Background: an optimization exercise with open tools, aiming at small area, a short achievable clock period and few clock cycles per item. Do not read the settings as production practice. Where RTL was checked, it was by simulation tests only, not by an equivalence proof against the original. Power is estimated from default activity; no workload was simulated.

## v6
==> flow/design.v (excerpt) <==
module one_shot_timer_bank #(
    parameter int TIMER_COUNT = ostb_pkg::TIMER_COUNT_DEF,
    parameter int PERIOD_BITS = ostb_pkg::PERIOD_BITS_DEF
) (
    input  logic                            i_clk,
    input  logic                            i_rst_n,
    input  logic                            i_cfg_we,
    input  logic [ostb_pkg::PRESC_BITS-1:0] i_cfg_wdata,
    input  logic                            i_cmd_valid,
    output logic                            o_cmd_ready,
    input  logic [ostb_pkg::CMD_BITS-1:0]   i_cmd,
    input  logic [ostb_pkg::INDEX_BITS-1:0] i_cmd_index,
    input  logic [ostb_pkg::PERIOD_W-1:0]   i_cmd_period,
    input  logic                            i_cmd_cben,
    output logic                            o_res_valid,
    input  logic                            i_res_ready,
    output logic                            o_res_pass_done,
    output logic [ostb_pkg::MASK_BITS-1:0]  o_res_expired_mask,
    output logic [ostb_pkg::MASK_BITS-1:0]  o_res_fire_mask,
    output logic                            o_res_elapsed
);
export LEC_CHECK = 0
export CAP_MARGIN = 20
export CORE_MARGIN = 2
export CORE_UTILIZATION = 60
export PLACE_DENSITY = 0.7
export SETUP_SLACK_MARGIN = 2.6
export SLEW_MARGIN = 20
create_clock -name core_clock -period 5.0 [get_ports {i_clk}]
run.sh (not shown) runs the stock make flow with config.mk's settings and CLKGATE_MAP_FILE= SYNTH_SCRIPT=/design/flow/synth_recipe.tcl, a recipe that flattens the netlist after the stock synthesis.
Modified inputs, v7 compared to v6
-- flow/config.mk --
<<< v6, line 9
export CORE_MARGIN = 2
export CORE_UTILIZATION = 60
export PLACE_DENSITY = 0.7
export SETUP_SLACK_MARGIN = 2.6
>>> v7, line 9
export CORE_MARGIN = 2
export CORE_UTILIZATION = 40
export PLACE_DENSITY = 0.6
export SETUP_SLACK_MARGIN = 2.6
[summary]
Going from v6 to v7, placed instance count saw an increase, met2 usage in global routing saw a decrease, clock network fraction of design power saw a decrease.
Pre-CTS setup slack for v7 is lower than for v6.
Comparing v7 and v6, the lower number of non-filler instances in the completed layout was measured on v6.
Register-to-register slack in v7 is 70 ps above v6.
Comparing v7 and v6, the lower power after layout is on v7.
Function was not checked in any run of this note: the RTL went through the layout flow alone.

---

one_shot_timer_bank, a different RTL version from the one above (not shown whole).
Size in the first run: about 2900 cells after synthesis, about 650 flip-flops, about 73 I/O pins, roughly 0.027 sq mm of cells after synthesis.
## one_shot_timer_bank
module one_shot_timer_bank #(
    parameter int TIMER_COUNT = ostb_pkg::TIMER_COUNT_DEF,
    parameter int PERIOD_BITS = ostb_pkg::PERIOD_BITS_DEF
) (
    input  logic                            i_clk,
    input  logic                            i_rst_n,
    input  logic                            i_cfg_we,
    input  logic [ostb_pkg::PRESC_BITS-1:0] i_cfg_wdata,
    input  logic                            i_cmd_valid,
    output logic                            o_cmd_ready,
    input  logic [ostb_pkg::CMD_BITS-1:0]   i_cmd,
    input  logic [ostb_pkg::INDEX_BITS-1:0] i_cmd_index,
    input  logic [ostb_pkg::PERIOD_W-1:0]   i_cmd_period,
    input  logic                            i_cmd_cben,
    output logic                            o_res_valid,
    input  logic                            i_res_ready,
    output logic                            o_res_pass_done,
    output logic [ostb_pkg::MASK_BITS-1:0]  o_res_expired_mask,
    output logic [ostb_pkg::MASK_BITS-1:0]  o_res_fire_mask,
    output logic                            o_res_elapsed
);
    localparam int NT = 16;
    localparam int PB = 16;
    localparam logic [2:0] CMD_TICK       = 3'd0;
    localparam logic [2:0] CMD_CONFIGURE  = 3'd1;
    localparam logic [2:0] CMD_START      = 3'd2;
    localparam logic [2:0] CMD_STOP       = 3'd3;
    localparam logic [2:0] CMD_DEINIT     = 3'd4;
    localparam logic [2:0] CMD_CLEAR_FLAG = 3'd5;
    localparam logic [2:0] CMD_QUERY      = 3'd6;
    localparam logic [2:0] CMD_DEINIT_ALL = 3'd7;
    logic          r_rdy;
    logic [7:0]    r_limit;
    logic [7:0]    r_presc;
    logic          r_pn;        
    logic          n_pn;
    logic [PB-1:0] r_p [NT];
    logic [PB-1:0] r_r [NT];
    logic [NT-1:0] r_pnz;       
    logic [NT-1:0] r_rnz;       
    logic [NT-1:0] r_flag;
    logic [NT-1:0] r_cben;
    logic          r_ov, r_sv;
    logic          r_o_pass, r_o_el;
    logic [NT-1:0] r_o_exp, r_o_fire;
    logic          r_s_pass, r_s_el;
    logic [NT-1:0] r_s_exp;
    logic          acc;
    logic          c_tick, c_cfg, c_start, c_stop, c_deinit, c_clr, c_dall, c_keep;
    logic          pass;
  ...
clock: 5.0 ns
lec_check: 0
abc_area: 1
cap_margin: 20
core_margin: 2
core_utilization: 40
place_density: 0.6
setup_slack_margin: 2.3
slew_margin: 20
Testbench counts at the start, summed over its fixed seeds: cycles 4,808, items 4,800.
==> next run, changes <==
--- a/flow/config.mk
+++ b/flow/config.mk
@@ -12,2 +12,4 @@
-export PLACE_DENSITY = 0.6
-export SETUP_SLACK_MARGIN = 2.3
+export CTS_CLUSTER_DIAMETER = 100
+export CTS_CLUSTER_SIZE = 30
+export PLACE_DENSITY = 0.7
+export SETUP_SLACK_MARGIN = 2.9
Sequential power is about the same. Die area does not change. Total power drops by about a fifth. Worst setup slack is better by 350 ps. Clock skew rises by 18 ps. Utilization goes up by 0.71 points. Final area rises slightly. Area after synthesis stays the same. Non-clock buffer count increases by 76. Synthesized cell count does not change.
==> next run, changes <==
--- a/flow/config.mk
+++ b/flow/config.mk
@@ -14,2 +14,2 @@
-export PLACE_DENSITY = 0.7
-export SETUP_SLACK_MARGIN = 2.9
+export PLACE_DENSITY = 0.6
+export SETUP_SLACK_MARGIN = 3.0
@@ -16,0 +17 @@
+export TNS_END_PERCENT = 20
Effect:
- The new run passed the timing, design-rule and antenna checks
- synthesized area stays the same
- setup slack gains 23 ps
- cell count increases slightly
- global-route usage rises by 1.1 points
==> next run, changes <==
--- a/flow/config.mk
+++ b/flow/config.mk
@@ -15 +15 @@
-export SETUP_SLACK_MARGIN = 3.0
+export SETUP_SLACK_MARGIN = 2.9
@@ -17 +16,0 @@
-export TNS_END_PERCENT = 20
=> Cell count fell by 1.0%. Flip-flop and latch count does not change. Maximum frequency increases by 0.68%.
==> next run, changes <==
--- a/flow/config.mk
+++ b/flow/config.mk
@@ -12,2 +11,0 @@
-export CTS_CLUSTER_DIAMETER = 100
-export CTS_CLUSTER_SIZE = 30
@@ -15 +13 @@
-export SETUP_SLACK_MARGIN = 2.9
+export SETUP_SLACK_MARGIN = 2.6
Effect: Synthesized area is unchanged; sequential power is about the same; total power went up by 24%; combinational power goes down by about 10%; critical path depth went up by 9; utilization barely changes; sequential share of layout area is lower by 0.13 points.

[static timing again, ports no longer ideal]
The results above use ideal ports. As a check the final layouts listed here were re-extracted and re-timed, cells and wires unchanged. Step 1 sets driving cells, clkbuf_16 on the clock port and buf_2 on the other inputs (assumed; they add their load-dependent delay and slew). Step 2 times the ports against the registers' clock, not the clock port: input delays grow and output delays shrink by t, the midpoint of the rising clock arrivals with the driver on. a / b / c = ideal ports / drivers / drivers and shift; a / b = the first two.
run	shift t [ns]	setup WS [ns]	hold slack, ns	slew at the worst register clock pin (ns)	cell pins on the clock port's net
v6	0.655	2.378 / 2.378 / 2.047	0.485 / 0.485 / 0.485	0.07 / 0.07	1
v7	0.675	2.450 / 2.450 / 2.051	0.486 / 0.486 / 0.486	0.06 / 0.06	1
the first run of note 2	0.663	2.414 / 2.354 / 1.782	0.443 / 0.443 / 0.443	0.06 / 0.06	1
the second run of note 2	0.690	2.761 / 2.694 / 2.105	0.456 / 0.456 / 0.456	0.12 / 0.12	1
the third run of note 2	0.671	2.785 / 2.727 / 2.163	0.454 / 0.454 / 0.454	0.12 / 0.12	1
the fourth run of note 2	0.681	2.800 / 2.733 / 2.181	0.455 / 0.455 / 0.455	0.12 / 0.12	1
the fifth run of note 2	0.675	2.650 / 2.595 / 1.957	0.440 / 0.440 / 0.440	0.06 / 0.06	1
After both steps setup and hold are still met in every run listed. For the fifth run of note 2, which loses most, drivers alone change the setup slack by -0.055 ns; drivers and shift together by -0.693 ns.
